Context: an optimization exercise on an open-source flow, tuned for small area and a short achievable clock period. The choices shown serve that exercise and are no tape-out recipe. RTL that was checked went through simulation tests only; none was proved equivalent to the original. The RTL of run 6 was laid out without a check of its function. Power is estimated from default activity; no workload was simulated.

==> flow/design.v <==
module rc4_memory_bank #(
  parameter int                          S_DEPTH        = 256,
  parameter int                          MSG_DEPTH      = 32,
  parameter int                          DATA_W         = 8,
  parameter logic [MSG_DEPTH*DATA_W-1:0] ENC_INIT_IMAGE =
    256'hc9dc233605081f6271444b5eadb0878a99ecf3c6d5d82f3201141b6e7d40575a
) (
  input  logic              clk,
  input  logic              rst,
  input  logic [7:0]        s_address,
  input  logic [DATA_W-1:0] s_data,
  input  logic              s_wren,
  output logic [DATA_W-1:0] s_q,
  input  logic [7:0]        enc_address,
  output logic [DATA_W-1:0] enc_q,
  input  logic [7:0]        dec_address,
  input  logic [DATA_W-1:0] dec_data,
  input  logic              dec_wren,
  output logic [DATA_W-1:0] dec_q
);
  localparam int S_AW   = $clog2(S_DEPTH);
  localparam int MSG_AW = $clog2(MSG_DEPTH);
  logic [S_DEPTH-1:0] s_wsel, s_rsel_n;
  rc4mb_wdec #(.AW(S_AW)) u_s_wdec (
    .addr(s_address[S_AW-1:0]), .we(rst & s_wren), .sel(s_wsel)
  );
  rc4mb_rdec #(.AW(S_AW)) u_s_rdec (
    .addr(s_address[S_AW-1:0]), .sel_n(s_rsel_n)
  );
  logic [DATA_W-1:0] s_mem [S_DEPTH];
  logic [DATA_W-1:0] s_rd;
  always_ff @(posedge clk) begin
    for (int w = 0; w < S_DEPTH; w++)
      if (s_wsel[w]) s_mem[w] <= s_data;
  end
  logic [S_DEPTH*DATA_W-1:0] s_words;
  for (genvar w = 0; w < S_DEPTH; w++) begin : g_s_words
    assign s_words[w*DATA_W +: DATA_W] = s_mem[w];
  end
  localparam int S_NQ = (S_DEPTH >= 128) ? S_DEPTH / 128 : 1;
  logic [S_NQ*DATA_W-1:0] s_rd_n;
  rc4mb_rdmux #(.N(S_DEPTH), .W(DATA_W), .NQ(S_NQ)) u_s_rdmux (
    .sel_n(s_rsel_n), .words(s_words), .q_n(s_rd_n)
  );
  logic [DATA_W-1:0] s_part_q [S_NQ];
  always_ff @(posedge clk or negedge rst) begin
    if (!rst) begin
      s_part_q[0] <= '1;
      for (int i = 1; i < S_NQ; i++) s_part_q[i] <= '0;
    end else begin
      s_part_q[0] <= s_wren ? ~s_data : s_rd_n[0 +: DATA_W];
      for (int i = 1; i < S_NQ; i++)
        s_part_q[i] <= s_wren ? '0 : s_rd_n[i*DATA_W +: DATA_W];
    end
  end
  always_comb begin
    s_rd = '0;
    for (int i = 0; i < S_NQ; i++) s_rd = s_rd | s_part_q[i];
    s_q = ~s_rd;
  end
  logic [MSG_DEPTH-1:0] d_wsel, d_rsel_n;
  rc4mb_wdec #(.AW(MSG_AW)) u_d_wdec (
    .addr(dec_address[MSG_AW-1:0]), .we(rst & dec_wren), .sel(d_wsel)
  );
  rc4mb_rdec #(.AW(MSG_AW)) u_d_rdec (
    .addr(dec_address[MSG_AW-1:0]), .sel_n(d_rsel_n)
  );
  logic [DATA_W-1:0] dec_mem [MSG_DEPTH];
  logic [DATA_W-1:0] d_rd;
  always_ff @(posedge clk) begin
    for (int w = 0; w < MSG_DEPTH; w++)
      if (d_wsel[w]) dec_mem[w] <= dec_data;
  end
  logic [MSG_DEPTH*DATA_W-1:0] d_words;
  for (genvar w = 0; w < MSG_DEPTH; w++) begin : g_d_words
    assign d_words[w*DATA_W +: DATA_W] = dec_mem[w];
  end
  localparam int D_NQ = (MSG_DEPTH >= 128) ? MSG_DEPTH / 128 : 1;
  logic [D_NQ*DATA_W-1:0] d_rd_n;
  rc4mb_rdmux #(.N(MSG_DEPTH), .W(DATA_W), .NQ(D_NQ)) u_d_rdmux (
    .sel_n(d_rsel_n), .words(d_words), .q_n(d_rd_n)
  );
  always_comb begin
    d_rd = '0;
    for (int i = 0; i < D_NQ; i++) d_rd = d_rd | d_rd_n[i*DATA_W +: DATA_W];
    d_rd = ~d_rd;
  end
  always_ff @(posedge clk or negedge rst) begin
    if (!rst) dec_q <= '0;
    else      dec_q <= dec_wren ? dec_data : d_rd;
  end
  logic [MSG_DEPTH*DATA_W-1:0] enc_rom;
  assign enc_rom = ENC_INIT_IMAGE;
  always_ff @(posedge clk or negedge rst) begin
    if (!rst) enc_q <= '0;
    else      enc_q <= enc_rom[enc_address[MSG_AW-1:0]*DATA_W +: DATA_W];
  end
  logic unused_addr_bits;
  assign unused_addr_bits = ^{enc_address[7:MSG_AW], dec_address[7:MSG_AW]};
endmodule
module rc4mb_rdmux #(
  parameter int N  = 256,
  parameter int W  = 8,
  parameter int NQ = 2
) (
  input  logic [N-1:0]    sel_n,
  input  logic [N*W-1:0]  words,
  output logic [NQ*W-1:0] q_n
);
  localparam int N1 = N / 2;                  
  localparam int N2 = N1 / 2;                 
  localparam int N3 = N2 / 4;                 
  localparam int N4 = N3 / 2;                 
  localparam int N5 = N4 >= 4 ? N4 / 4 : 1;   
  logic [N1*W-1:0] t1_n;
  logic [N2*W-1:0] t2;
  logic [N3*W-1:0] t3_n;
  logic [N4*W-1:0] t4;
  logic [N5*W-1:0] t5_n;
  for (genvar g = 0; g < N1; g++) begin : g_t1
    for (genvar b = 0; b < W; b++) begin : g_b
      rc4mb_oai22 u_leaf (
        .a1(sel_n[2*g]),   .a2(words[(2*g)*W + b]),
        .b1(sel_n[2*g+1]), .b2(words[(2*g+1)*W + b]),
        .y(t1_n[g*W + b])
      );
    end
  end
  for (genvar g = 0; g < N2; g++) begin : g_t2
    rc4mb_nor #(.N(2), .W(W)) u_nor (.a(t1_n[2*g*W +: 2*W]), .y(t2[g*W +: W]));
  end
  for (genvar g = 0; g < N3; g++) begin : g_t3
    rc4mb_nand #(.N(4), .W(W)) u_nand (.a(t2[4*g*W +: 4*W]), .y(t3_n[g*W +: W]));
  end
  for (genvar g = 0; g < N4; g++) begin : g_t4
    rc4mb_nor #(.N(2), .W(W)) u_nor (.a(t3_n[2*g*W +: 2*W]), .y(t4[g*W +: W]));
  end
  if (N4 >= 4) begin : g_t5
    for (genvar g = 0; g < N5; g++) begin : g_g
      rc4mb_nand #(.N(4), .W(W)) u_nand (.a(t4[4*g*W +: 4*W]), .y(t5_n[g*W +: W]));
    end
  end else begin : g_t5
    always_comb begin
      t5_n = '1;
      for (int i = 0; i < N4; i++) t5_n = t5_n & t4[i*W +: W];
      t5_n = ~t5_n;
    end
  end
  assign q_n = t5_n;
endmodule
module rc4mb_oai22 (
  input  logic a1,
  input  logic a2,
  input  logic b1,
  input  logic b2,
  output logic y
);
  assign y = ~((a1 | a2) & (b1 | b2));
endmodule
module rc4mb_nand #(
  parameter int N = 4,
  parameter int W = 8
) (
  input  logic [N*W-1:0] a,
  output logic [W-1:0]   y
);
  always_comb begin
    y = '1;
    for (int i = 0; i < N; i++) y = y & a[i*W +: W];
    y = ~y;
  end
endmodule
module rc4mb_nor #(
  parameter int N = 4,
  parameter int W = 8
) (
  input  logic [N*W-1:0] a,
  output logic [W-1:0]   y
);
  always_comb begin
    y = '0;
    for (int i = 0; i < N; i++) y = y | a[i*W +: W];
    y = ~y;
  end
endmodule
module rc4mb_wdec #(
  parameter int AW = 8
) (
  input  logic [AW-1:0]      addr,
  input  logic               we,
  output logic [(1<<AW)-1:0] sel
);
  localparam int LW = AW / 2;
  localparam int HW = AW - LW;
  logic [(1<<LW)-1:0] lo_n;
  logic [(1<<HW)-1:0] hi_n;
  always_comb begin
    for (int l = 0; l < (1<<LW); l++) lo_n[l] = ~(we & (addr[LW-1:0] == l[LW-1:0]));
    for (int h = 0; h < (1<<HW); h++) hi_n[h] = ~(addr[AW-1:LW] == h[HW-1:0]);
  end
  for (genvar w = 0; w < (1<<AW); w++) begin : g_w
    rc4mb_nor #(.N(2), .W(1)) u_sel (.a({hi_n[w >> LW], lo_n[w % (1<<LW)]}), .y(sel[w]));
  end
endmodule
module rc4mb_rdec #(
  parameter int AW = 8
) (
  input  logic [AW-1:0]      addr,
  output logic [(1<<AW)-1:0] sel_n
);
  localparam int LW = AW / 2;
  localparam int HW = AW - LW;
  logic [(1<<LW)-1:0] lo;
  logic [(1<<HW)-1:0] hi;
  always_comb begin
    for (int l = 0; l < (1<<LW); l++) lo[l] = (addr[LW-1:0] == l[LW-1:0]);
    for (int h = 0; h < (1<<HW); h++) hi[h] = (addr[AW-1:LW] == h[HW-1:0]);
    for (int w = 0; w < (1<<AW); w++) sel_n[w] = ~(hi[w >> LW] & lo[w % (1<<LW)]);
  end
endmodule
==> flow/run.sh <==
#!/bin/bash
# synth_recipe.tcl (not shown) runs the flow's synth.tcl, then flattens the netlist and writes it again
# the make line also repeats each setting of config.mk as NAME=value (left out here)
make -C /OpenROAD-flow-scripts/flow DESIGN_CONFIG=/design/flow/config.mk WORK_HOME=/design/flow/orfs CLKGATE_MAP_FILE= SYNTH_SCRIPT=/design/flow/synth_recipe.tcl finish
==> flow/config.mk <==
export PLATFORM = sky130hd
export DESIGN_NAME = rc4_memory_bank
export DESIGN_NICKNAME = rc4_memory_bank
export VERILOG_FILES = /design/flow/design.v
export SDC_FILE = /design/flow/constraint.sdc
export NUM_CORES = 4
export LEC_CHECK = 0
export CAP_MARGIN = 20
export CORE_MARGIN = 2
export CORE_UTILIZATION = 55
export CTS_CLUSTER_DIAMETER = 80
export CTS_CLUSTER_SIZE = 30
export PLACE_DENSITY = 0.65
export SETUP_SLACK_MARGIN = 3.45
export SLEW_MARGIN = 20
export SYNTH_HIERARCHICAL = 1
export SYNTH_MINIMUM_KEEP_SIZE = 0
==> flow/constraint.sdc <==
create_clock -name core_clock -period 6.0 [get_ports {clk}]
set_input_delay 1.2000 -clock core_clock [delete_from_list [all_inputs] [get_ports {clk}]]
set_output_delay 1.2000 -clock core_clock [all_outputs]
set_load 0.01 [all_outputs]
==> key figures, run 1 <==
Clocking
  • Clock latency (worst-skew pair): between 0.7 and 0.8 ns
  • CTS Buf Count: between 100 and 150
  • TritonCTS clock tree: done
  • CTS Buffer Depth: 3
  • CTS H-tree depth: 3
  • Clock sink count: 2336
  • Worst-path clk slew: 0.11 ns
  • Root Buffer: clkbuf_16

Global routing
  • Total congestion overflow: 0
  • Vias in the first global route: around 47000
  • Antenna violations before repair: 3
  • Global-route wire length before repair: approximately 320000 um
  • Gr usage total: about 28%
  • Largest net degree at the start of global routing: 150

Synth
  • Syn. warnings: 18
  • Primary FF master, synth: edfxtp_1
  • Register bit total from synthesis: 2336
  • Yosys top cell area share: 81.5%
  • Syn Area/Cell: approximately 16 um2
  • Seq/Total Area, Yosys: between 80% and 90%
  • Largest cells by area after synthesis: edfxtp_1, o22ai_1, nor2_1
  • Mapped Nets: between 5000 and 6000
  • Yosys top cell by area: edfxtp_1
  • Most numerous cell in the Yosys netlist: edfxtp_1
  • Post-synth EDFFs: around 2300
  • Distinct cells, synth: 45
  • Post-synthesis instance area: around 0.085 mm2
  • Synthesized instance count: a little over 5000
  • Ys async rst share: under 10%
  • Commonest cells in the netlist: edfxtp_1, o22ai_1, nor2_1, nand2_1, nand4_1

Power
  • Switch share: 21.6%
  • Worst VDD drop: roughly 0.00029 V
  • Internal: between 20 and 25 mW
  • Sw power: between 6 and 7 mW
  • Sequential power share: 64.5%
  • Gate power share: approximately 4.0%
  • P per Cell Area: between 200 and 300 mW/mm2
  • Clk pwr share: between 30% and 40%
  • Leakage: a little over 30 nW

Place
  • Area after DPL: just under 0.09 mm2
  • Post-DP HPWL: approximately 130000 um
  • Gpl congestion: around 0.9
  • # port buffers: 61

Finish
  • Total Nets Final: around 5600
  • Area Growth Syn to Fin: 17.6%
  • Finished Cell Area: between 0.09 and 0.1 mm2
  • Ant diodes: 0
  • Share of layout cells above drive strength 1: 24.4%

Drt
  • WL final: ~230000 um
  • Antenna-violating nets left: 0
  • DR WL/cell: around 30 um
  • DR DRC count: 0
  • DR vias/cell: around 6.6
  • Drt first pass iters: 7
  • Initial drt markers: slightly above 7000
  • Via count: 50859

Die
  • Num rows: around 140
  • Chip Height: between 300 and 400 um
  • Initial Util: a little under three fifths
  • Die footprint: about 0.16 mm2
  • Die Width: 397 um
  • Ports: 68
  • Total core area: 0.154 mm2

Worst setup path
  • R2R depth: 7
  • Worst Path Required: around 4.8 ns
  • RR Startpoint: s_mem[120][0]$_DFFE_PP_
  • Worst Setup End Kind: primary output
  • Worst setup SP type: flop
  • Crit path arrival time: 1.64 ns
  • R2R setup slack: about 4.3 ns
  • RR Endpoint: s_part_q[0][0]$_DFF_PN1_
  • Largest fanout on the critical path: 1
  • Crit Path Class: flop to primary output

Timing
  • Setup violations, final: 0
  • Tightest Pin Transition: approximately 1.2 ns
  • Rel. slew slack: roughly 17%
  • Fmax: ~350 MHz
  • Sum Neg Setup Slack: 0 ns
  • Max Slew Vio Count: 0
  • Hold slack: ~0.76 ns
  • RSZ-0062 raised after global routing: true
  • Worst Skew: approximately 0.032 ns
  • Post-route minimum period: 2.84 ns
  • Final Cycle Share: approximately 47%
  • Final Hold Fails: 0

Min path
  • Hold Path Class: input port to asynchronous set/reset pin

Job
  • Max-Cap Viols: 0

Outcome
  • Outcome: no timing/DRC/antenna violations
==> sequential cells by signal, summed over array words and instances, names as in the netlist <==
| name | count |
|---|---|
| enc_q | 8 |
| s_part_q | 16 |
| dec_mem | 256 |
| s_mem | 2048 |
| dec_q | 8 |
==> per-module statistics from Yosys (local to each module, per instance), a selection <==
module | copies in the design | flip-flops and latches
rc4_memory_bank | 1 | 2336
rc4mb_oai22 | 1152 | 0
==> stage by stage <==
step                util (%)  setup slack (ns)  total power, mW  std cells
floorplan                  -              3.01             18.6       5146
global placement        58.2             0.973             19.2       7260
detailed placement      58.2              1.02             19.2       7262
CTS                     62.7              3.16             27.9       7563
global route            65.0              3.13             28.6       7685
finish                  65.0              3.16             27.9       7685
==> worst max-delay path, cell delays in order (launching register included) <==
cell	delay [ns]
dfstp_2	0.65
nor2_4	0.08
buf_6	0.13
==> power groups by stage <==
stage                     registers, mW  clock network (mW)  logic, mW
after CTS                          18.0                8.89      0.986
after detailed placement           18.3                   0      0.867
after global placement             18.3                   0      0.847
after floorplan                    18.3                   0      0.262
after global routing               18.0                9.45       1.16
final                              18.0                8.79       1.12
==> layout by cell type, fill, tap and decap left out, types with 6 or more instances in the layout <==
master           Yosys  final
nand2_1            311     75
nand2_4              0     77
clkbuf_16            0    113
o21ai_0             11     11
clkdlybuf4s50_1      0     12
clkinvlp_4           0      8
ha_1                 7      7
edfxtp_1          2304   2304
nand3_4              0      9
nor2_2               0    138
clkinv_8             0      8
buf_6               20     32
dfrtp_1             24     23
buf_12               0     92
nor2b_1             17      9
clkbuf_1             2     11
and4bb_4             0     12
nor2_4               0    249
buf_8                0     18
mux2i_1             12     11
dfstp_2              8      8
nand2_2              0    125
inv_1               19     19
nor2b_4              0      7
nand4_1            166    166
buf_16               0      6
clkinv_4             0      6
buf_4               25    186
o22ai_4              0      8
nor4b_4              8      8
nor2_1             953    566
inv_8                0      9
o22ai_1           1152   1021
and4b_4              0     12
nand2_8              0     34
buf_2               18     17
o22ai_2              0    123
inv_6                0     15
==> routing by layer <==
| layer | vias up | GRT usage, % | routed length (um) |
|---|---|---|---|
| met5 | - | 0 | 0 |
| met4 | 0 | 9.24 | 9060 |
| met3 | 403 | 5.01 | 23300 |
| met2 | 2822 | 43.8 | 108000 |
| met1 | 26031 | 41.5 | 92100 |
| li1 | 21603 | - | - |
==> final cells by class <==
| type | count | area [um2] |
|---|---|---|
| fillers | 10369 | 53800 |
| clock inverters | 65 | 806 |
| well taps | 2044 | 2560 |
| multi-input cells | 2723 | 19200 |
| repair buffers | 379 | 4500 |
| inverters | 22 | 85.1 |
| clock buffers | 116 | 2670 |
| flip-flops and latches | 2336 | 70000 |
==> timing repair <==
item	CTS	global route
cloned	6	10
buffers inserted	114	112
endpoints found under the setup margin	2304	548
hold buffers	0	0
resized for setup	735	461
pin swaps	83	144
==> kinds of logic (layout without fill, tap and decap cells) <==
group                    after synthesis  in the layout  synth area share (%)
buffers and inverters                 94            582                 0.743
adder cells (fa/ha/maj)                7              7                 0.103
flip-flops                          2336           2336                  82.5
XOR/XNOR                               1              1                0.0103
AND/OR/NAND/NOR                     1521           1528                  7.85
AO/OA/AOI/OAI                       1171           1171                  8.61
multiplexers                          16             16                 0.230
==> worst max path at each step <==
stage	depth (start not counted)	from	slack (ns)	end
6_report	2	s_part_q[0][1]$_DFF_PN1_	3.16	s_q[1]
5_1_grt	2	s_part_q[1][7]$_DFF_PN0_	3.13	s_q[7]
4_1_cts	2	s_part_q[0][1]$_DFF_PN1_	3.16	s_q[1]
3_5_place_dp	12	s_address[2]	1.02	s_part_q[0][4]$_DFF_PN1_
3_3_place_gp	11	s_address[2]	0.97	s_part_q[0][4]$_DFF_PN1_
2_1_floorplan	5	s_wren	3.01	s_mem[66][0]$_DFFE_PP_
==> run 2, diff against run 1 <==
--- a/flow/config.mk
+++ b/flow/config.mk
@@ -7,10 +7,9 @@
 export LEC_CHECK = 0
 export CAP_MARGIN = 20
 export CORE_MARGIN = 2
-export CORE_UTILIZATION = 55
+export CORE_UTILIZATION = 40
 export CTS_CLUSTER_DIAMETER = 80
 export CTS_CLUSTER_SIZE = 30
-export PLACE_DENSITY = 0.65
 export SETUP_SLACK_MARGIN = 3.45
 export SLEW_MARGIN = 20
 export SYNTH_HIERARCHICAL = 1
==> key figures, run 2 <==
Finish
  • Finished Cell Area: 0.100 mm2 (+0.26%)
  • Area Growth Syn to Fin: 17.9%
  • Total Nets Final: 5555 (-1.1%)
  • Most common cell after layout, fill and taps aside: edfxtp_1
  • Top reg by flops: s_mem
  • Largest regs: s_mem: 2048 flops, dec_mem: 256 flops, s_part_q: 16 flops
  • Most frequent cells in the layout: edfxtp_1, o22ai_1, nor2_1, nor2_4, nor2_2
  • Final Core Density: 47.3% (-18 points)
  • Share of layout cells above drive strength 1: 23.6% (-0.79 points)
  • Largest register FFs: 2048 (unchanged)

Place
  • Area after DPL: 0.0905 mm2 (+1.2%)
  • Pre-CTS setup slack: 0.996 ns (-0.0262 ns)
  • # port buffers: 61 (unchanged)
  • Gpl congestion: 0.878 (+0.14%)
  • Post-DP HPWL: 136000 um (+2.5%)

Worst setup path
  • Worst path cell trace: nor2_4 -> buf_6
  • CP Capture Point: s_q[5]
  • Worst Setup End Kind: primary output
  • R2R depth: 7 (unchanged)
  • Largest fanout on the critical path: 1 (unchanged)
  • Worst Path Required: 4.80 ns (about the same)
  • Beginning of the critical path: s_part_q[1][5]$_DFF_PN0_
  • Crit path max-delay cell type: dfrtp_1
  • RR Startpoint: s_mem[46][6]$_DFFE_PP_
  • Worst setup SP type: flop
  • Crit path arrival time: 1.55 ns (-0.09 ns)
  • R2R setup slack: 4.28 ns (-0.05 ns)
  • RR Endpoint: s_part_q[0][6]$_DFF_PN1_
  • Crit Path Class: flop to primary output
  • Crit-path max cell delay: 0.43 ns (-0.22 ns)

Power
  • Internal: 22.1 mW (+0.87%)
  • P per Cell Area: 281 mW/mm2 (+0.62%)
  • Clk pwr share: 32.2% (+0.7 points)
  • Sw power: 6.09 mW (+0.96%)
  • Switch share: 21.6% (about the same)
  • Worst VDD drop: 0.000222 V (-24%)
  • Gate power share: 3.9% (about the same)
  • Leakage: 30.7 nW (about the same)
  • Sequential power share: 63.9% (-0.6 points)

Synth
  • Yosys top cell area share: 81.5% (unchanged)
  • Syn. warnings: 18 (unchanged)
  • Post-synthesis instance area: 0.0849 mm2 (unchanged)
  • Ys async rst share: 1.37% (unchanged)
  • Register bit total from synthesis: 2336 (unchanged)
  • Distinct cells, synth: 45 (unchanged)
  • Largest cells by area after synthesis: edfxtp_1, o22ai_1, nor2_1
  • Most numerous cell in the Yosys netlist: edfxtp_1
  • Mapped Nets: 5197 (unchanged)
  • Seq/Total Area, Yosys: 82.5% (unchanged)
  • Syn Area/Cell: 16.5 um2 (unchanged)
  • Primary FF master, synth: edfxtp_1
  • Commonest cells in the netlist: edfxtp_1, o22ai_1, nor2_1, nand2_1, nand4_1
  • Synthesized instance count: 5146 (unchanged)
  • Yosys top cell by area: edfxtp_1
  • Post-synth EDFFs: 2304 (unchanged)

Drt
  • DR DRC count: 0 (unchanged)
  • Via count: 49761 (-2.2%)
  • DR vias/cell: 5.92 (-11%)
  • Drt first pass iters: 6 (-1)
  • WL final: 235000 um (+0.91%)
  • DR WL/cell: 27.9 um (-7.8%)
  • Antenna-violating nets left: 0 (unchanged)
  • Initial drt markers: 6565 (-9.3%)

Die
  • Die Width: 465 um (+17%)
  • Total core area: 0.211 mm2 (+38%)
  • Ports: 68 (unchanged)
  • Chip Height: 465 um (+17%)
  • Num rows: 169 (+17%)
  • Die footprint: 0.216 mm2 (+37%)
  • Initial Util: 40.1% (-15 points)

Clocking
  • Clock latency (worst-skew pair): 0.79 ns (about the same)
  • CTS Buffer Depth: 3 (unchanged)
  • CTS H-tree depth: 3 (unchanged)
  • CTS Buf Count: 105 (+1.9%)
  • TritonCTS clock tree: done
  • Clock sink count: 2336 (unchanged)
  • Worst-path clk slew: 0.10 ns (about the same)
  • Root Buffer: clkbuf_16
  • CTS hold repair buffers: 0 (unchanged)

Timing
  • Hold slack: 0.505 ns (-0.257 ns)
  • Tightest Pin Transition: 0.948 ns (-0.295 ns)
  • Final Hold Fails: 0 (unchanged)
  • Fmax: 363 MHz (+3.3%)
  • Worst Skew: 0.0475 ns (+0.0155 ns)
  • Post-route setup slack: 3.25 ns (+0.0920 ns)
  • Sum Neg Setup Slack: 0 ns (unchanged)
  • Post-route minimum period: 2.75 ns (-0.0920 ns)
  • Setup violations, final: 0 (unchanged)
  • Final Cycle Share: 45.9% (-1.5 points)
  • RSZ-0062 raised after global routing: true
  • Rel. slew slack: 36.8% (+20 points)
  • Max Slew Vio Count: 0 (unchanged)

Global routing
  • Gr usage total: 20.9% (-7.5 points)
  • Global-route wire length before repair: 331000 um (+2.4%)
  • Antenna violations before repair: 5 (+2)
  • Vias in the first global route: 47568 (+0.91%)
  • Total congestion overflow: 0 (unchanged)
  • Largest net degree at the start of global routing: 139 (-7.3%)

Min path
  • Hold Path Class: input port to asynchronous set/reset pin

Outcome
  • Outcome: no timing/DRC/antenna violations

Job
  • Max-Cap Viols: 0 (unchanged)
[run 2: cell counts after synthesis]
Identical to the previous run, type by type.
[run 2: worst min path at each step]
stage	from	endpoint	slack (ns)	depth (start not counted)
after floorplan	dec_mem[5][0]$_DFFE_PP_	dec_q[0]$_DFF_PN0_	0.73	6
after global placement	dec_mem[13][3]$_DFFE_PP_	dec_q[3]$_DFF_PN0_	0.82	6
after detailed placement	dec_mem[13][3]$_DFFE_PP_	dec_q[3]$_DFF_PN0_	0.82	6
after CTS	rst	dec_q[3]$_DFF_PN0_	0.48	2
after global routing	rst	dec_q[2]$_DFF_PN0_	0.50	2
final	rst	dec_q[2]$_DFF_PN0_	0.51	2
[run 2: Yosys stat by module (local to each module, per instance), excerpt]
module	times used	flops+latches	cells
rc4_memory_bank	1	2336	2431
rc4mb_oai22	1152	0	1
[run 2: cells by family after synthesis]
logic type	after synthesis	synth area share, %
fa+ha+maj	7	0.103
compound gates	1171	8.61
mux	16	0.230
buf+inv	94	0.743
simple gates	1521	7.85
flops	2336	82.5
xor+xnor	1	0.0103
[run 2: layout make-up]
class                      instances  area [um2]
clock inverter                    73         922
sequential                      2336       70000
inverter                          22        85.1
timing repair buffer             315        3940
tap                             2821        3530
antenna                            6        15.0
multi-input combinational       2724       18900
fill                           17718      111000
clock buffer                     115        2730
[run 2: metal layers]
metal	vias to the layer above	track usage, %	share of wire [%]
li1	21528	-	-
met1	25620	29.6	41
met2	2247	32.8	47
met3	366	2.96	8.3
met4	0	8.02	4.0
met5	-	0	0
[run 2: power groups by stage]
stage               clock network [mW]  registers [mW]  logic, mW
CTS                               9.22            18.0       1.05
detailed placement                   0            18.3      0.892
floorplan                            0            18.3      0.262
global placement                     0            18.3      0.878
global route                      9.74            18.0       1.15
finish                            9.06            18.0       1.11
[run 2: worst max-delay path, delay by kind of cell, from the launching register on]
family | cells | cell delay (ns)
buf+inv | 1 | 0.14
flops | 1 | 0.43
simple gates | 1 | 0.20
[run 2: through the flow]
| step | total power [mW] | std cells |
|---|---|---|
| 2_1_floorplan | 18.6 | 5146 |
| 3_3_place_gp | 19.2 | 8043 |
| 3_5_place_dp | 19.2 | 8043 |
| 4_1_cts | 28.2 | 8344 |
| 5_1_grt | 28.9 | 8410 |
| 6_report | 28.1 | 8412 |
[run 2: what timing repair did]
item / in CTS / in global routing
setup endpoints to repair: 2288 / 463
pin swaps: 101 / 129
resized for setup: 848 / 297
setup buffers: 99 / 58
cloned: 14 / 4
==> run 3, diff against run 2 <==
--- a/flow/config.mk
+++ b/flow/config.mk
@@ -10,7 +10,7 @@
 export CORE_UTILIZATION = 40
 export CTS_CLUSTER_DIAMETER = 80
 export CTS_CLUSTER_SIZE = 30
-export SETUP_SLACK_MARGIN = 3.45
+export SETUP_SLACK_MARGIN = 3.6
 export SLEW_MARGIN = 20
 export SYNTH_HIERARCHICAL = 1
 export SYNTH_MINIMUM_KEEP_SIZE = 0
==> key figures, run 3 <==
Timing
  • RSZ-0062 raised after global routing: true
  • Sum Neg Setup Slack: 0 ns (unchanged)
  • Rel. slew slack: 21.8% (-15 points)
  • Worst Skew: 0.0429 ns (-0.00461 ns)
  • Fmax: 363 MHz (about the same)
  • Post-route minimum period: 2.75 ns (+0.000970 ns)
  • Final Hold Fails: 0 (unchanged)
  • Final Cycle Share: 45.9% (about the same)
  • Tightest Pin Transition: 1.17 ns (+0.226 ns)
  • Setup violations, final: 0 (unchanged)
  • Max Slew Vio Count: 0 (unchanged)
  • Post-route setup slack: 3.25 ns (-0.000970 ns)

Worst setup path
  • Worst path cell trace: buf_12 -> buf_12 -> and4bb_4 -> buf_12 -> buf_4 -> nand2_2 -> o22ai_1 -> nor2_1 -> nand4_1 -> nor2_2 -> nand4_1 -> inv_1 -> mux2i_1
  • RR Startpoint: s_mem[46][4]$_DFFE_PP_
  • Largest fanout on the critical path: 16 (+15)
  • Worst Path Required: 6.68 ns (+1.88 ns)
  • R2R setup slack: 4.24 ns (-0.04 ns)
  • R2R depth: 7 (unchanged)
  • Worst Setup End Kind: flop
  • Crit path top cell by count: buf_12
  • RR Endpoint: s_part_q[0][4]$_DFF_PN1_
  • Crit Path Class: input port to flop
  • Crit path arrival time: 3.43 ns (+1.88 ns)
  • Crit-path max cell delay: 0.26 ns (-0.17 ns)
  • Worst setup SP type: input port
  • Crit path max-delay cell type: nand4_1

Place
  • Area after DPL: 0.0908 mm2 (+0.36%)
  • # port buffers: 61 (unchanged)
  • Gpl congestion: 0.867 (-1.2%)
  • Post-DP HPWL: 138000 um (+1.4%)
  • Pre-CTS setup slack: 0.886 ns (-0.110 ns)

Job
  • Max-Cap Viols: 0 (unchanged)

Finish
  • Largest regs: s_mem: 2048 flops, dec_mem: 256 flops, s_part_q: 16 flops
  • Total Nets Final: 5630 (+1.4%)
  • Area Growth Syn to Fin: 19.3%
  • Top reg by flops: s_mem
  • Share of layout cells above drive strength 1: 25.0% (+1.4 points)
  • Fill cell count: 17541 (-1.0%)
  • Largest register FFs: 2048 (unchanged)
  • Register Area: 0.0700 mm2 (unchanged)
  • Multi-input gate area: 0.0195 mm2 (+3.4%)
  • Finished Cell Area: 0.101 mm2 (+1.1%)
  • Most common cell after layout, fill and taps aside: edfxtp_1
  • Most frequent cells in the layout: edfxtp_1, o22ai_1, nor2_1, nor2_4, buf_4

Die
  • Die footprint: 0.216 mm2 (unchanged)
  • Num rows: 169 (unchanged)
  • Initial Util: 40.1% (unchanged)
  • Die Width: 465 um (unchanged)
  • Total core area: 0.211 mm2 (unchanged)
  • Ports: 68 (unchanged)
  • Chip Height: 465 um (unchanged)

Power
  • Sw power: 5.99 mW (-1.5%)
  • Worst VDD drop: 0.000246 V (+11%)
  • Leakage: 31.1 nW (+1.3%)
  • Switch share: 21.4% (-0.18 points)
  • Sequential power share: 64.3% (+0.4 points)
  • Gate power share: 4.1% (+0.2 points)
  • Clk pwr share: 31.6% (-0.6 points)
  • P per Cell Area: 276 mW/mm2 (-1.8%)
  • Internal: 22.0 mW (-0.48%)

Synth
  • Post-synth EDFFs: 2304 (unchanged)
  • Post-synthesis mux area share: 0.230% (unchanged)
  • Mapped Nets: 5197 (unchanged)
  • Synthesized instance count: 5146 (unchanged)
  • Commonest cells in the netlist: edfxtp_1, o22ai_1, nor2_1, nand2_1, nand4_1
  • Yosys top cell by area: edfxtp_1
  • Largest cells by area after synthesis: edfxtp_1, o22ai_1, nor2_1
  • Adder-Cell Fraction of Synth Area: 0.103% (unchanged)
  • Most numerous cell in the Yosys netlist: edfxtp_1
  • Ys async rst share: 1.37% (unchanged)
  • Syn Area/Cell: 16.5 um2 (unchanged)
  • Primary FF master, synth: edfxtp_1
  • Seq/Total Area, Yosys: 82.5% (unchanged)
  • Compound-Gate Fraction of Synth Area: 8.61% (unchanged)
  • Register bit total from synthesis: 2336 (unchanged)
  • Largest family of logic cells by synthesized area: compound AO/OA/AOI/OAI gates
  • Xor/xnor cell area share of the yosys netlist: 0.0103% (unchanged)
  • Syn. warnings: 18 (unchanged)
  • Synth Area in Simple Gates: 7.85% (unchanged)
  • Distinct cells, synth: 45 (unchanged)
  • Yosys top cell area share: 81.5% (unchanged)
  • Post-synthesis instance area: 0.0849 mm2 (unchanged)

Clocking
  • TritonCTS clock tree: done
  • CTS H-tree depth: 3 (unchanged)
  • Root Buffer: clkbuf_16
  • CTS Buffer Depth: 3 (unchanged)
  • Worst-path clk slew: 0.11 ns (about the same)
  • CTS Buf Count: 102 (-2.9%)
  • Clock sink count: 2336 (unchanged)
  • Clock latency (worst-skew pair): 0.78 ns (about the same)

Drt
  • Via count: 49922 (+0.32%)
  • Antenna-violating nets left: 0 (unchanged)
  • DR vias/cell: 5.89 (-0.40%)
  • WL final: 235000 um (about the same)
  • Initial drt markers: 6601 (+0.55%)
  • Drt first pass iters: 5 (-1)
  • DR WL/cell: 27.7 um (-0.74%)
  • DR DRC count: 0 (unchanged)

Outcome
  • Outcome: no timing/DRC/antenna violations

Global routing
  • Antenna violations before repair: 4 (-1)
  • Global-route wire length before repair: 331000 um (about the same)
  • Total congestion overflow: 0 (unchanged)
  • Gr usage total: 20.9% (about the same)
  • Vias in the first global route: 47612 (+0.092%)
  • Largest net degree at the start of global routing: 186 (+34%)

Min path
  • Hold Path Class: input port to asynchronous set/reset pin
## run 3: cell counts after synthesis
No cell type changed its count.
## run 3: routing by layer
| metal | GRT usage (%) | share of wire (%) | vias up |
|---|---|---|---|
| li1 | - | - | 21666 |
| met1 | 29.6 | 41 | 25804 |
| met2 | 33.2 | 47 | 2129 |
| met3 | 3.08 | 8.0 | 323 |
| met4 | 6.93 | 3.4 | 0 |
| met5 | 0 | 0 | - |
## run 3: what timing repair did
action,4_1_cts,5_1_grt
setup buffers,150,55
endpoints found under the setup margin,2354,688
pin swaps,157,125
cloned,13,3
hold buffers,0,0
gates resized for setup,959,296
endpoints found under the hold margin,0,0
## run 3: worst max-delay path, delay by kind of cell
kind	cells	cell delay (ns)
buf+inv	5	0.73
compound gates	1	0.12
simple gates	6	1.30
mux	1	0.08
## run 3: worst max-delay path by stage
| stage | cells after the start | start | slack, ns | endpoint |
|---|---|---|---|---|
| CTS | 2 | s_part_q[1][5]$_DFF_PN0_ | 3.21 | s_q[5] |
| global placement | 10 | s_address[2] | 0.86 | s_part_q[0][6]$_DFF_PN1_ |
| detailed placement | 10 | s_address[2] | 0.89 | s_part_q[0][6]$_DFF_PN1_ |
| global route | 2 | s_part_q[0][3]$_DFF_PN1_ | 3.22 | s_q[3] |
| floorplan | 5 | s_wren | 3.01 | s_mem[66][0]$_DFFE_PP_ |
| finish | 13 | s_address[3] | 3.25 | s_part_q[0][4]$_DFF_PN1_ |
## run 3: layout make-up
class,count,area share (%)
Multi-Input combinational cell,2726,19.3
Tap cell,2821,3.49
Sequential cell,2336,69.1
Timing Repair Buffer,391,4.56
Clock inverter,63,0.835
Inverter,22,0.0877
Clock buffer,112,2.60
Antenna cell,2,0.00494
## run 3: per-stage QoR
stage / hold WS, ns / utilization, % / total power, mW / std cells
floorplan: 0.731 / - / 18.6 / 5146
global placement: 0.854 / 42.9 / 19.2 / 8073
detailed placement: 0.865 / 43.0 / 19.2 / 8075
CTS: 0.378 / 46.9 / 28.0 / 8413
global route: 0.396 / 47.9 / 28.7 / 8473
finish: 0.405 / 47.9 / 27.9 / 8473
## run 3: power groups by stage
stage	Sequential [mW]	Combinational, mW	Clock [mW]
2_1_floorplan	18.3	0.269	0
3_3_place_gp	18.3	0.879	0
3_5_place_dp	18.3	0.894	0
4_1_cts	18.0	1.08	8.98
5_1_grt	18.0	1.19	9.50
6_report	18.0	1.14	8.83
## run 3: cell families (layout without fill, tap and decap cells)
logic type | Yosys count | after routing
adders and majority gates | 7 | 7
DFF | 2336 | 2336
other | 0 | 2
muxes | 16 | 16
and+or+nand+nor | 1521 | 1531
AOI/OAI and AO/OA | 1171 | 1171
xor gates and xnor gates | 1 | 1
buffers and inverters | 94 | 588
## run 3: per-module statistics from Yosys, one instance, submodules excluded, excerpt
module | cells inside | cell area (um2) | flip-flops and latches | times used
rc4_memory_bank | 2431 | 70600 | 2336 | 1
rc4mb_oai22 | 1 | 6.26 | 0 | 1152
==> run 4, diff against run 3 <==
--- a/flow/config.mk
+++ b/flow/config.mk
@@ -10,7 +10,7 @@
 export CORE_UTILIZATION = 40
 export CTS_CLUSTER_DIAMETER = 80
 export CTS_CLUSTER_SIZE = 30
-export SETUP_SLACK_MARGIN = 3.6
+export SETUP_SLACK_MARGIN = 3.15
 export SLEW_MARGIN = 20
 export SYNTH_HIERARCHICAL = 1
 export SYNTH_MINIMUM_KEEP_SIZE = 0
==> key figures, run 4 <==
Clocking
  • CTS Buffer Depth: 3 (unchanged)
  • CTS hold repair buffers: 0 (unchanged)
  • Clock latency (worst-skew pair): 0.78 ns (about the same)
  • Clock sink count: 2336 (unchanged)
  • CTS H-tree depth: 3 (unchanged)
  • Worst-path clk slew: 0.11 ns (about the same)
  • TritonCTS clock tree: done
  • CTS Buf Count: 105 (+2.9%)
  • Root Buffer: clkbuf_16

Drt
  • Via count: 48879 (-2.1%)
  • Initial drt markers: 6353 (-3.8%)
  • DR DRC count: 0 (unchanged)
  • Drt first pass iters: 6 (+1)
  • WL final: 228000 um (-2.6%)
  • DR vias/cell: 5.86 (-0.54%)
  • DR WL/cell: 27.4 um (-1.1%)
  • Antenna-violating nets left: 0 (unchanged)

Worst setup path
  • Largest fanout on the critical path: 16 (unchanged)
  • RR Endpoint: s_part_q[0][3]$_DFF_PN1_
  • RR Startpoint: s_mem[46][3]$_DFFE_PP_
  • Crit-path max cell delay: 0.59 ns (+0.33 ns)
  • Crit path max-delay cell type: nor2_1
  • Worst Path Required: 6.41 ns (-0.27 ns)
  • Crit path arrival time: 3.38 ns (-0.05 ns)
  • Critical path's top delay family: simple AND/OR/NAND/NOR gates
  • R2R setup slack: 4.25 ns (about the same)
  • Buffers and inverters on the worst path: 2 (-3)
  • Worst setup SP type: input port
  • R2R depth: 7 (unchanged)
  • Worst path cell trace: clkdlybuf4s50_1 -> and2_4 -> nor2b_2 -> nand3_2 -> buf_4 -> nor2_1
  • Worst Setup End Kind: flop
  • Crit Path Class: input port to flop

Synth
  • Synthesized instance count: 5146 (unchanged)
  • Yosys top cell area share: 81.5% (unchanged)
  • Syn. warnings: 18 (unchanged)
  • Yosys top cell by area: edfxtp_1
  • Register bit total from synthesis: 2336 (unchanged)
  • Ys async rst share: 1.37% (unchanged)
  • Syn Area/Cell: 16.5 um2 (unchanged)
  • Commonest cells in the netlist: edfxtp_1, o22ai_1, nor2_1, nand2_1, nand4_1
  • Most numerous cell in the Yosys netlist: edfxtp_1
  • Post-synthesis instance area: 0.0849 mm2 (unchanged)
  • Mapped Nets: 5197 (unchanged)
  • Seq/Total Area, Yosys: 82.5% (unchanged)
  • Primary FF master, synth: edfxtp_1
  • Largest cells by area after synthesis: edfxtp_1, o22ai_1, nor2_1
  • Distinct cells, synth: 45 (unchanged)
  • Post-synth EDFFs: 2304 (unchanged)

Finish
  • Largest register FFs: 2048 (unchanged)
  • Total Nets Final: 5488 (-2.5%)
  • Top reg by flops: s_mem
  • Area Growth Syn to Fin: 13.4%
  • Most common cell after layout, fill and taps aside: edfxtp_1
  • Fill cell count: 18233 (+3.9%)
  • Most frequent cells in the layout: edfxtp_1, o22ai_1, nor2_1, nand4_1, nand2_1
  • Largest regs: s_mem: 2048 flops, dec_mem: 256 flops, s_part_q: 16 flops
  • Share of layout cells above drive strength 1: 16.8% (-8.2 points)

Die
  • Initial Util: 40.1% (unchanged)
  • Die footprint: 0.216 mm2 (unchanged)
  • Total core area: 0.211 mm2 (unchanged)
  • Num rows: 169 (unchanged)
  • Ports: 68 (unchanged)
  • Die Width: 465 um (unchanged)
  • Chip Height: 465 um (unchanged)

Place
  • Gpl congestion: 0.853 (-1.6%)
  • Post-DP HPWL: 137000 um (-0.70%)
  • # port buffers: 61 (unchanged)

Timing
  • Post-route minimum period: 2.97 ns (+0.223 ns)
  • Fmax: 336 MHz (-7.5%)
  • Max Slew Vio Count: 0 (unchanged)
  • Final Hold Fails: 0 (unchanged)
  • Rel. slew slack: 28.2% (+6.4 points)
  • Tightest Pin Transition: 1.08 ns (-0.0965 ns)
  • Sum Neg Setup Slack: 0 ns (unchanged)
  • Worst Skew: 0.0398 ns (-0.00310 ns)
  • Final Cycle Share: 49.6% (+3.7 points)
  • RSZ-0062 raised after global routing: true
  • Setup violations, final: 0 (unchanged)

Min path
  • Hold Path Class: input port to asynchronous set/reset pin

Outcome
  • Outcome: no timing/DRC/antenna violations

Global routing
  • Largest net degree at the start of global routing: 154 (-17%)
  • Vias in the first global route: 46681 (-2.0%)
  • Global-route wire length before repair: 322000 um (-2.6%)
  • Total congestion overflow: 0 (unchanged)
  • Antenna violations before repair: 5 (+1)
  • Gr usage total: 20.3% (-0.55 points)

Job
  • Max-Cap Viols: 0 (unchanged)

Power
  • Leakage: 28.4 nW (-8.4%)
  • Pwr Total: 28.1 mW (+0.55%)
  • Worst VDD drop: 0.000303 V (+23%)
  • P per Cell Area: 292 mW/mm2 (+5.7%)
==> run 4: changes by cell type in the layout (fill, tap and decap cells not counted), moves of 81 or more <==
cell,previous run,this run
nand2_1,45,163
nor2_4,249,145
o22ai_1,1041,1144
nor2_1,557,649
o22ai_2,97,8
nand2_4,93,12
==> run 4: how the worst max path moves through the flow <==
| stage | startpoint | end | depth (start not counted) | slack, ns |
|---|---|---|---|---|
| finish | s_wren | s_mem[44][2]$_DFFE_PP_ | 6 | 3.03 |
| global route | s_wren | s_mem[60][1]$_DFFE_PP_ | 6 | 2.96 |
| CTS | dec_wren | dec_mem[19][5]$_DFFE_PP_ | 4 | 3.01 |
| detailed placement | s_address[3] | s_mem[174][3]$_DFFE_PP_ | 6 | 0.82 |
| global placement | s_address[3] | s_mem[174][3]$_DFFE_PP_ | 6 | 0.86 |
| floorplan | s_wren | s_mem[125][0]$_DFFE_PP_ | 5 | 2.91 |
==> run 4: cell families (layout without fill, tap and decap cells) <==
| group | Yosys count | count (layout) | synth area share [%] |
|---|---|---|---|
| compound gates | 1171 | 1171 | 8.61 |
| xor+xnor | 1 | 1 | 0.0103 |
| fa+ha+maj | 7 | 7 | 0.103 |
| buf+inv | 94 | 460 | 0.743 |
| flops | 2336 | 2336 | 82.5 |
| mux | 16 | 16 | 0.230 |
| other cells | 0 | 4 | 0 |
| simple gates | 1521 | 1525 | 7.85 |
==> run 4: per-stage QoR <==
step                setup WS [ns]  cell area [um2]  hold WS (ns)  cells  utilization [%]
floorplan                    2.91            85500         0.731   5146                -
global placement            0.863            90300         0.864   8081             42.7
detailed placement          0.824            90300         0.867   8081             42.7
CTS                          3.01            95200         0.651   8301             45.0
global route                 2.96            96300         0.644   8340             45.5
finish                       3.03            96300         0.668   8341             45.5
==> run 4: layout make-up <==
cell class                 instances  area (um2)  share of cell area, %
sequential                      2336       70000                   72.7
tap                             2821        3530                   3.66
inverter                          22        85.1                 0.0883
antenna                            4        10.0                 0.0104
timing repair buffer             252        2470                   2.56
clock inverter                    74        1050                   1.09
clock buffer                     112        2650                   2.76
multi-input combinational       2720       16500                   17.1
==> run 4: power by group <==
part | switching [mW] | total (mW) | leakage (nW) | internal (mW)
logic | 0.737 | 0.953 | 5.58 | 0.216
clock network | 5.27 | 9.18 | 1.78 | 3.91
registers | 0.0196 | 18.0 | 21.1 | 18.0
==> run 4: repair_timing <==
action	in CTS	in global routing
setup buffers	31	31
pin swaps	29	28
cloned	3	5
setup endpoints to repair	2278	1142
gates resized for setup	374	219
==> run 4: modules after synthesis (local to each module, per instance), a selection <==
module           times used  flops+latches  cell area, um2  cells
rc4_memory_bank           1           2336           70600   2431
rc4mb_oai22            1152              0            6.26      1
==> run 4: metal layers <==
metal / up-vias / wire length [um] / track usage, % / share of wire, %
met1: 25053 / 92200 / 28.6 / 40
met2: 2213 / 110000 / 32.8 / 48
met5: - / 0 / 0 / 0
li1: 21330 / - / - / -
met3: 283 / 20000 / 3.23 / 8.8
met4: 0 / 6060 / 5.94 / 2.7
==> run 5, diff against run 4 <==
--- a/flow/config.mk
+++ b/flow/config.mk
@@ -10,7 +10,7 @@
 export CORE_UTILIZATION = 40
 export CTS_CLUSTER_DIAMETER = 80
 export CTS_CLUSTER_SIZE = 30
-export SETUP_SLACK_MARGIN = 3.15
+export SETUP_SLACK_MARGIN = 3.3
 export SLEW_MARGIN = 20
 export SYNTH_HIERARCHICAL = 1
 export SYNTH_MINIMUM_KEEP_SIZE = 0
==> key figures, run 5 <==
Outcome
  • Outcome: no timing/DRC/antenna violations

Timing
  • Sum Neg Setup Slack: 0 ns (unchanged)
  • Post-route minimum period: 2.89 ns (-0.0881 ns)
  • Tightest Pin Transition: 1.04 ns (-0.0335 ns)
  • Setup violations, final: 0 (unchanged)
  • RSZ-0062 raised after global routing: true
  • Worst Skew: 0.0365 ns (-0.00331 ns)
  • Fmax: 346 MHz (+3.1%)
  • Final Hold Fails: 0 (unchanged)
  • Max Slew Vio Count: 0 (unchanged)
  • Final Cycle Share: 48.1% (-1.5 points)
  • Hold slack: 0.694 ns (+0.0261 ns)
  • Rel. slew slack: 30.4% (+2.2 points)

Finish
  • Largest register FFs: 2048 (unchanged)
  • Largest regs: s_mem: 2048 flops, dec_mem: 256 flops, s_part_q: 16 flops
  • Finished Cell Area: 0.0964 mm2 (about the same)
  • Most frequent cells in the layout: edfxtp_1, o22ai_1, nor2_1, nand2_1, nor2_4
  • Top reg by flops: s_mem
  • Share of layout cells above drive strength 1: 16.4% (-0.46 points)
  • Total Nets Final: 5469 (-0.35%)
  • Most common cell after layout, fill and taps aside: edfxtp_1
  • Area Growth Syn to Fin: 13.5% (about the same)
  • Fill cell count: 18115 (-0.65%)

Global routing
  • Largest net degree at the start of global routing: 175 (+14%)
  • GR Layer Usage met1: 28.1% (-0.46 points)
  • Global-route wire length before repair: 321000 um (-0.32%)
  • Antenna violations before repair: 10 (+5)
  • M3 GR Usage: 3.61% (+0.38 points)
  • Gr busiest metal: met2
  • Vias in the first global route: 46200 (-1.0%)
  • Gr usage total: 20.4% (about the same)
  • Total congestion overflow: 0 (unchanged)
  • Met2 global-route usage: 32.7% (-0.12 points)

Drt
  • DR WL/cell: 27.3 um (-0.12%)
  • Drt first pass iters: 8 (+2)
  • Antenna-violating nets left: 0 (unchanged)
  • Via count: 48519 (-0.74%)
  • DR vias/cell: 5.84 (-0.40%)
  • Initial drt markers: 5600 (-12%)
  • WL final: 227000 um (-0.46%)
  • DR DRC count: 0 (unchanged)

Die
  • Die footprint: 0.216 mm2 (unchanged)
  • Num rows: 169 (unchanged)
  • Ports: 68 (unchanged)
  • Total core area: 0.211 mm2 (unchanged)
  • Initial Util: 40.1% (unchanged)
  • Chip Height: 465 um (unchanged)
  • Die Width: 465 um (unchanged)

Synth
  • Largest cells by area after synthesis: edfxtp_1, o22ai_1, nor2_1
  • Mapped Nets: 5197 (unchanged)
  • Register bit total from synthesis: 2336 (unchanged)
  • Ys async rst share: 1.37% (unchanged)
  • Primary FF master, synth: edfxtp_1
  • Yosys top cell by area: edfxtp_1
  • Yosys top cell area share: 81.5% (unchanged)
  • Post-synthesis instance area: 0.0849 mm2 (unchanged)
  • Seq/Total Area, Yosys: 82.5% (unchanged)
  • Commonest cells in the netlist: edfxtp_1, o22ai_1, nor2_1, nand2_1, nand4_1
  • Distinct cells, synth: 45 (unchanged)
  • Syn. warnings: 18 (unchanged)
  • Post-synth EDFFs: 2304 (unchanged)
  • Synthesized instance count: 5146 (unchanged)
  • Syn Area/Cell: 16.5 um2 (unchanged)
  • Most numerous cell in the Yosys netlist: edfxtp_1

Worst setup path
  • Buffers and inverters on the worst path: 1 (-1)
  • Crit Path Class: flop to primary output
  • Largest fanout on the critical path: 1 (-15)
  • Worst path cell trace: nor2_4 -> buf_6
  • Worst Path Required: 4.80 ns (-1.61 ns)
  • Worst setup SP type: flop
  • R2R setup slack: 4.36 ns (+0.11 ns)
  • Critical path's top delay family: flip-flops
  • R2R depth: 7 (unchanged)
  • Crit path max-delay cell type: dfstp_2
  • CP Capture Point: s_q[3]
  • Beginning of the critical path: s_part_q[0][3]$_DFF_PN1_
  • RR Endpoint: s_part_q[0][1]$_DFF_PN1_
  • Stages on worst setup path: 2 (-4)
  • RR Startpoint: s_mem[66][1]$_DFFE_PP_
  • Worst Setup End Kind: primary output
  • Crit-path max cell delay: 0.69 ns (+0.10 ns)
  • Crit path arrival time: 1.69 ns (-1.69 ns)

Power
  • Leakage: 28.2 nW (-0.83%)
  • P per Cell Area: 287 mW/mm2 (-1.5%)
  • Worst VDD drop: 0.000241 V (-21%)

Clocking
  • CTS hold repair buffers: 0 (unchanged)
  • Clock sink count: 2336 (unchanged)
  • CTS Buf Count: 102 (-2.9%)
  • TritonCTS clock tree: done
  • Root Buffer: clkbuf_16
  • CTS H-tree depth: 3 (unchanged)
  • Clock latency (worst-skew pair): 0.79 ns (about the same)
  • CTS Buffer Depth: 3 (unchanged)
  • Worst-path clk slew: 0.11 ns (about the same)

Place
  • # port buffers: 61 (unchanged)
  • Area after DPL: 0.0903 mm2 (about the same)
  • Gpl congestion: 0.854 (+0.14%)
  • Post-DP HPWL: 136000 um (-0.96%)

Job
  • Max-Cap Viols: 0 (unchanged)

Min path
  • Hold Path Class: input port to asynchronous set/reset pin
==> run 5: cell count changes in the layout (fill, tap and decap cells not counted), moves of 6 or more <==
cell and change:
nand2_1 +17, buf_2 -7, buf_4 -36, nor2_4 +32, clkdlybuf4s15_1 +11, dlygate4sd2_1 -9
nor2_2 -27, nand2_2 -10, buf_12 +23, bufinv_16 -6, clkinv_2 -6, nand2_4 -8
==> run 5: cell families after synthesis <==
group / count (synthesis) / share of synthesized area, %
xor gates and xnor gates: 1 / 0.0103
muxes: 16 / 0.230
DFF: 2336 / 82.5
adders and majority gates: 7 / 0.103
AOI/OAI and AO/OA: 1171 / 8.61
and+or+nand+nor: 1521 / 7.85
buffers and inverters: 94 / 0.743
==> run 5: layout make-up <==
type / instances / area [um2] / area share (%)
Timing Repair Buffer: 238 / 2680 / 2.78
Clock buffer: 113 / 2650 / 2.75
Clock inverter: 61 / 774 / 0.804
Sequential cell: 2336 / 70000 / 72.6
Multi-Input combinational cell: 2718 / 16700 / 17.3
Inverter: 22 / 85.1 / 0.0883
Antenna cell: 4 / 10.0 / 0.0104
Tap cell: 2821 / 3530 / 3.66
==> run 5: routing by layer <==
layer / part of all wire (%) / routed length [um] / up-vias
met2: 48 / 109000 / 2021
met5: 0.0057 / 13 / -
met3: 8.5 / 19400 / 299
met1: 40 / 92000 / 24927
met4: 3.2 / 7390 / 2
li1: - / - / 21270
==> run 5: repair_timing <==
item | CTS | global route
hold endpoints to repair | 0 | 0
gates cloned | 2 | 1
endpoints found under the setup margin | 2208 | 531
resized for setup | 414 | 175
setup buffers | 55 | 24
pin swaps | 32 | 27
==> run 5: Yosys stat by module (local to each module, per instance), excerpt <==
module | flip-flops and latches | cells inside | times used | area (um2)
rc4mb_oai22 | 0 | 1 | 1152 | 6.26
rc4_memory_bank | 2336 | 2431 | 1 | 70600
==> run 5: power breakdown <==
part | switching, mW | leakage (nW) | total [mW] | internal, mW
Sequential | 0.0359 | 21.1 | 18.0 | 18.0
Combinational | 0.717 | 5.47 | 0.949 | 0.232
Clock | 5.16 | 1.65 | 8.77 | 3.61
==> run 5: worst register-to-register path, cell delays in order (launching register included) <==
cell      delay (ns)
edfxtp_1        0.36
o22ai_1         0.11
nor2_1          0.19
nand4_1         0.32
nor2_1          0.32
nand4_1         0.12
inv_1           0.07
mux2i_1         0.06
==> run 5: how the worst min path moves through the flow <==
stage,slack (ns),to,depth (start not counted),from
2_1_floorplan,0.73,dec_q[0]$_DFF_PN0_,6,dec_mem[5][0]$_DFFE_PP_
3_3_place_gp,0.84,dec_q[0]$_DFF_PN0_,6,dec_mem[15][0]$_DFFE_PP_
3_5_place_dp,0.85,dec_q[3]$_DFF_PN0_,6,dec_mem[15][3]$_DFFE_PP_
4_1_cts,0.64,dec_q[1]$_DFF_PN0_,2,rst
5_1_grt,0.68,dec_q[2]$_DFF_PN0_,2,rst
6_report,0.69,dec_q[2]$_DFF_PN0_,2,rst
==> run 5: metrics by stage <==
| step | setup slack, ns | util [%] | total power, mW | cells |
|---|---|---|---|---|
| after floorplan | 3.01 | - | 18.6 | 5146 |
| after global placement | 0.826 | 42.7 | 19.2 | 8053 |
| after detailed placement | 1.03 | 42.7 | 19.2 | 8053 |
| after CTS | 3.08 | 45.2 | 27.8 | 8284 |
| after global routing | 3.13 | 45.6 | 28.4 | 8312 |
| final | 3.11 | 45.6 | 27.7 | 8313 |
==> run 6, diff against run 5 <==
--- a/flow/design.v
+++ b/flow/design.v
@@ -45,18 +45,17 @@
   logic [DATA_W-1:0] s_part_q [S_NQ];
   always_ff @(posedge clk or negedge rst) begin
     if (!rst) begin
-      s_part_q[0] <= '1;
-      for (int i = 1; i < S_NQ; i++) s_part_q[i] <= '0;
+      for (int i = 0; i < S_NQ; i++) s_part_q[i] <= '0;
     end else begin
-      s_part_q[0] <= s_wren ? ~s_data : s_rd_n[0 +: DATA_W];
+      s_part_q[0] <= s_wren ? s_data : ~s_rd_n[0 +: DATA_W];
       for (int i = 1; i < S_NQ; i++)
-        s_part_q[i] <= s_wren ? '0 : s_rd_n[i*DATA_W +: DATA_W];
-    end
-  end
-  always_comb begin
-    s_rd = '0;
-    for (int i = 0; i < S_NQ; i++) s_rd = s_rd | s_part_q[i];
-    s_q = ~s_rd;
+        s_part_q[i] <= s_wren ? '1 : ~s_rd_n[i*DATA_W +: DATA_W];
+    end
+  end
+  always_comb begin
+    s_rd = '1;
+    for (int i = 0; i < S_NQ; i++) s_rd = s_rd & s_part_q[i];
+    s_q = s_rd;
   end
   logic [MSG_DEPTH-1:0] d_wsel, d_rsel_n;
   rc4mb_wdec #(.AW(MSG_AW)) u_d_wdec (
--- a/flow/config.mk
+++ b/flow/config.mk
@@ -10,7 +10,7 @@
 export CORE_UTILIZATION = 40
 export CTS_CLUSTER_DIAMETER = 80
 export CTS_CLUSTER_SIZE = 30
-export SETUP_SLACK_MARGIN = 3.3
+export SETUP_SLACK_MARGIN = 3.45
 export SLEW_MARGIN = 20
 export SYNTH_HIERARCHICAL = 1
 export SYNTH_MINIMUM_KEEP_SIZE = 0
==> key figures, run 6 <==
Outcome
  • Outcome: no timing/DRC/antenna violations

Clocking
  • Clock sink count: 2336 (unchanged)
  • Root Buffer: clkbuf_16
  • Clock latency (worst-skew pair): 0.80 ns (about the same)
  • CTS hold repair buffers: 0 (unchanged)
  • Worst-path clk slew: 0.11 ns (about the same)
  • CTS Buf Count: 111 (+8.8%)
  • CTS H-tree depth: 3 (unchanged)
  • CTS Buffer Depth: 3 (unchanged)
  • TritonCTS clock tree: done

Drt
  • Initial drt markers: 6282 (+12%)
  • Met2 wire len: 111000 um (+2.2%)
  • Drt first pass iters: 5 (-3)
  • Met3 wire len: 19900 um (+2.3%)
  • WL met1: 96100 um (+4.5%)
  • Top Metal Used: met5
  • WL final: 234000 um (+2.9%)
  • DR vias/cell: 5.91 (+1.2%)
  • Via count: 49688 (+2.4%)
  • DR WL/cell: 27.8 um (+1.7%)
  • DR DRC count: 0 (unchanged)
  • Antenna-violating nets left: 0 (unchanged)

Synth
  • Seq/Total Area, Yosys: 82.5% (about the same)
  • Ys async rst share: 1.37% (unchanged)
  • Commonest cells in the netlist: edfxtp_1, o22ai_1, nor2_1, nand2_1, nand4_1
  • Primary FF master, synth: edfxtp_1
  • Distinct cells, synth: 45 (unchanged)
  • Register bit total from synthesis: 2336 (unchanged)
  • Post-synth EDFFs: 2304 (unchanged)
  • Syn Area/Cell: 16.5 um2 (about the same)
  • Most numerous cell in the Yosys netlist: edfxtp_1
  • Yosys top cell by area: edfxtp_1
  • Synthesized instance count: 5147 (+0.019%)
  • Post-synthesis instance area: 0.0849 mm2 (about the same)
  • Largest cells by area after synthesis: edfxtp_1, o22ai_1, nor2_1
  • Mapped Nets: 5198 (+0.019%)
  • Yosys top cell area share: 81.5% (about the same)
  • Syn. warnings: 18 (unchanged)

Timing
  • Rel. slew slack: 23.2% (-7.2 points)
  • Max Slew Vio Count: 0 (unchanged)
  • Setup violations, final: 0 (unchanged)
  • Post-route minimum period: 2.82 ns (-0.0695 ns)
  • Worst Skew: 0.0572 ns (+0.0208 ns)
  • Sum Neg Setup Slack: 0 ns (unchanged)
  • RSZ-0062 raised after global routing: true
  • Final Cycle Share: 47.0% (-1.2 points)
  • Fmax: 355 MHz (+2.5%)
  • Post-route setup slack: 3.18 ns (+0.0695 ns)
  • Tightest Pin Transition: 1.15 ns (+0.108 ns)
  • Final Hold Fails: 0 (unchanged)

Finish
  • Top reg by flops: s_mem
  • Area Growth Syn to Fin: 16.8%
  • Register Area: 0.0700 mm2 (about the same)
  • Most frequent cells in the layout: edfxtp_1, o22ai_1, nor2_1, nor2_4, nand4_1
  • Non-filler cells, final: 8410 (+1.2%)
  • Fill cell count: 17881 (-1.3%)
  • Total Nets Final: 5546 (+1.4%)
  • Largest regs: s_mem: 2048 flops, dec_mem: 256 flops, s_part_q: 16 flops
  • Share of layout cells above drive strength 1: 21.3% (+4.9 points)
  • Most common cell after layout, fill and taps aside: edfxtp_1
  • Largest register FFs: 2048 (unchanged)
  • Multi-input gate area: 0.0182 mm2 (+9.4%)

Global routing
  • Antenna violations before repair: 3 (-7)
  • Total congestion overflow: 0 (unchanged)
  • Gr usage total: 20.9% (+0.52 points)
  • Global-route wire length before repair: 331000 um (+2.9%)
  • Vias in the first global route: 47206 (+2.2%)
  • Largest net degree at the start of global routing: 176 (+0.57%)

Worst setup path
  • Crit path max-delay cell type: dfrtp_1
  • Largest fanout on the critical path: 1 (unchanged)
  • Buffers and inverters on the worst path: 1 (unchanged)
  • Worst Setup End Kind: primary output
  • Crit path arrival time: 1.62 ns (-0.07 ns)
  • Worst setup SP type: flop
  • Crit-path max cell delay: 0.46 ns (-0.23 ns)
  • Crit Path Class: flop to primary output
  • Critical path's top delay family: flip-flops
  • Worst path cell trace: and2_4 -> buf_6
  • Worst Path Required: 4.80 ns (about the same)

Die
  • Chip Height: 465 um (about the same)
  • Die footprint: 0.216 mm2 (about the same)
  • Die Width: 465 um (about the same)
  • Total core area: 0.211 mm2 (unchanged)
  • Initial Util: 40.1% (about the same)
  • Ports: 68 (unchanged)
  • Num rows: 169 (unchanged)

Power
  • Pwr Total: 28.3 mW (+2.2%)
  • P per Cell Area: 286 mW/mm2 (-0.61%)
  • Leakage: 30.1 nW (+6.6%)
  • Worst VDD drop: 0.000242 V (+0.38%)

Place
  • Post-Place Cells: 8062 (+0.11%)
  • Gpl congestion: 0.847 (-0.89%)
  • Post-DP HPWL: 139000 um (+2.6%)
  • Pre-CTS setup slack: 0.923 ns (-0.105 ns)
  • # port buffers: 61 (unchanged)

Job
  • Max-Cap Viols: 0 (unchanged)

Min path
  • Hold Path Class: input port to asynchronous set/reset pin
[run 6: path summary, 6_finish.rpt]
path                            cells after the start                       end  slack (ns)                      from
worst max-delay path                                2                    s_q[1]        3.18  s_part_q[0][1]$_DFF_PN0_
worst min-delay path                                2  s_part_q[0][1]$_DFF_PN0_        0.65                       rst
worst max register to register                      6  s_part_q[0][7]$_DFF_PN0_        4.35   s_mem[100][7]$_DFFE_PP_
worst min register to register                      6  s_part_q[1][7]$_DFF_PN0_        0.84   s_mem[167][7]$_DFFE_PP_
max in group asynchronous                           2        enc_q[5]$_DFF_PN0_        4.89                       rst
min in group core_clock                             2        enc_q[1]$_DFF_PN0_        0.82            enc_address[1]
[run 6: cell type report]
type / instances / area share (%)
antenna: 1 / 0.00252
clock buffer: 121 / 2.88
clock inverter: 85 / 1.05
multi-input combinational: 2730 / 18.4
sequential: 2336 / 70.6
tap: 2821 / 3.56
timing repair buffer: 302 / 3.49
inverter: 14 / 0.0555
[run 6: timing repair]
item                                   in CTS  in global routing
setup endpoints to repair                2288                365
cloned                                      7                  5
resized for setup                         617                324
endpoints found under the hold margin       0                  0
pin swaps                                  53                127
setup buffers                             112                 17
[run 6: logic make-up (layout without fill, tap and decap cells)]
kind of cell               after synthesis  count (layout)  synth area share (%)
and+or+nand+nor                       1529            1535                  7.91
xor gates and xnor gates                 1               1                0.0103
DFF                                   2336            2336                  82.5
muxes                                    8               8                 0.136
adders and majority gates                7               7                 0.103
other                                    0               1                     0
AOI/OAI and AO/OA                     1179            1179                  8.66
buffers and inverters                   87             522                 0.711
[run 6: power by group]
part,internal (mW),switching (mW)
combinational,0.266,0.776
clock,3.87,5.44
sequential,17.9,0.0219
total,22.1,6.24
[run 6: through the flow]
| step | hold slack [ns] | area, um2 | util [%] |
|---|---|---|---|
| floorplan | 0.731 | 86200 | - |
| global placement | 0.840 | 90700 | 42.9 |
| detailed placement | 0.847 | 90700 | 42.9 |
| CTS | 0.627 | 97500 | 46.1 |
| global route | 0.654 | 99100 | 46.9 |
| finish | 0.649 | 99100 | 46.9 |
[run 6: Yosys stat by module, one instance, submodules excluded, a selection]
module / times used / area [um2]
rc4_memory_bank: 1 / 70600
rc4mb_oai22: 1152 / 6.26
[run 6: routing by layer]
layer  GRT usage (%)  vias up
met5               0        -
met4            6.06        2
met3            3.71      324
met2            33.3     2286
met1            29.4    25563
li1                -    21513

-- static timing again, ports no longer ideal --
In the flow no input, the clock included, has a driving cell. The finished layouts below were timed again as built, in two steps. Step 1 assumes that a clkbuf_16 drives the clock port and a buf_2 every other input. Step 2 times the ports against the registers' clock, not the clock port: input delays grow and output delays shrink by t, the midpoint of the rising clock arrivals with the driver on. Three values: ideal, step 1, step 2; two values: the first two.
run	shift t [ns]	setup slack, ns	worst hold slack (ns)	slew at the worst register clock pin (ns)
run 1	0.853	3.157 / 3.076 / 2.432	0.762 / 0.705 / 0.878	0.12 / 0.12
run 2	0.869	3.249 / 3.161 / 2.378	0.505 / 0.448 / 0.829	0.11 / 0.11
run 3	0.847	3.248 / 3.166 / 2.319	0.405 / 0.377 / 0.882	0.12 / 0.12
run 4	0.850	3.025 / 2.972 / 2.122	0.668 / 0.619 / 0.873	0.12 / 0.12
run 5	0.859	3.113 / 3.029 / 2.364	0.694 / 0.635 / 0.866	0.11 / 0.11
run 6	0.866	3.183 / 3.090 / 2.456	0.649 / 0.590 / 0.845	0.12 / 0.12
After both steps every run listed still meets setup and hold. The setup slack of run 3, which loses most, moves by -0.082 ns with the drivers and by -0.929 ns with both steps.
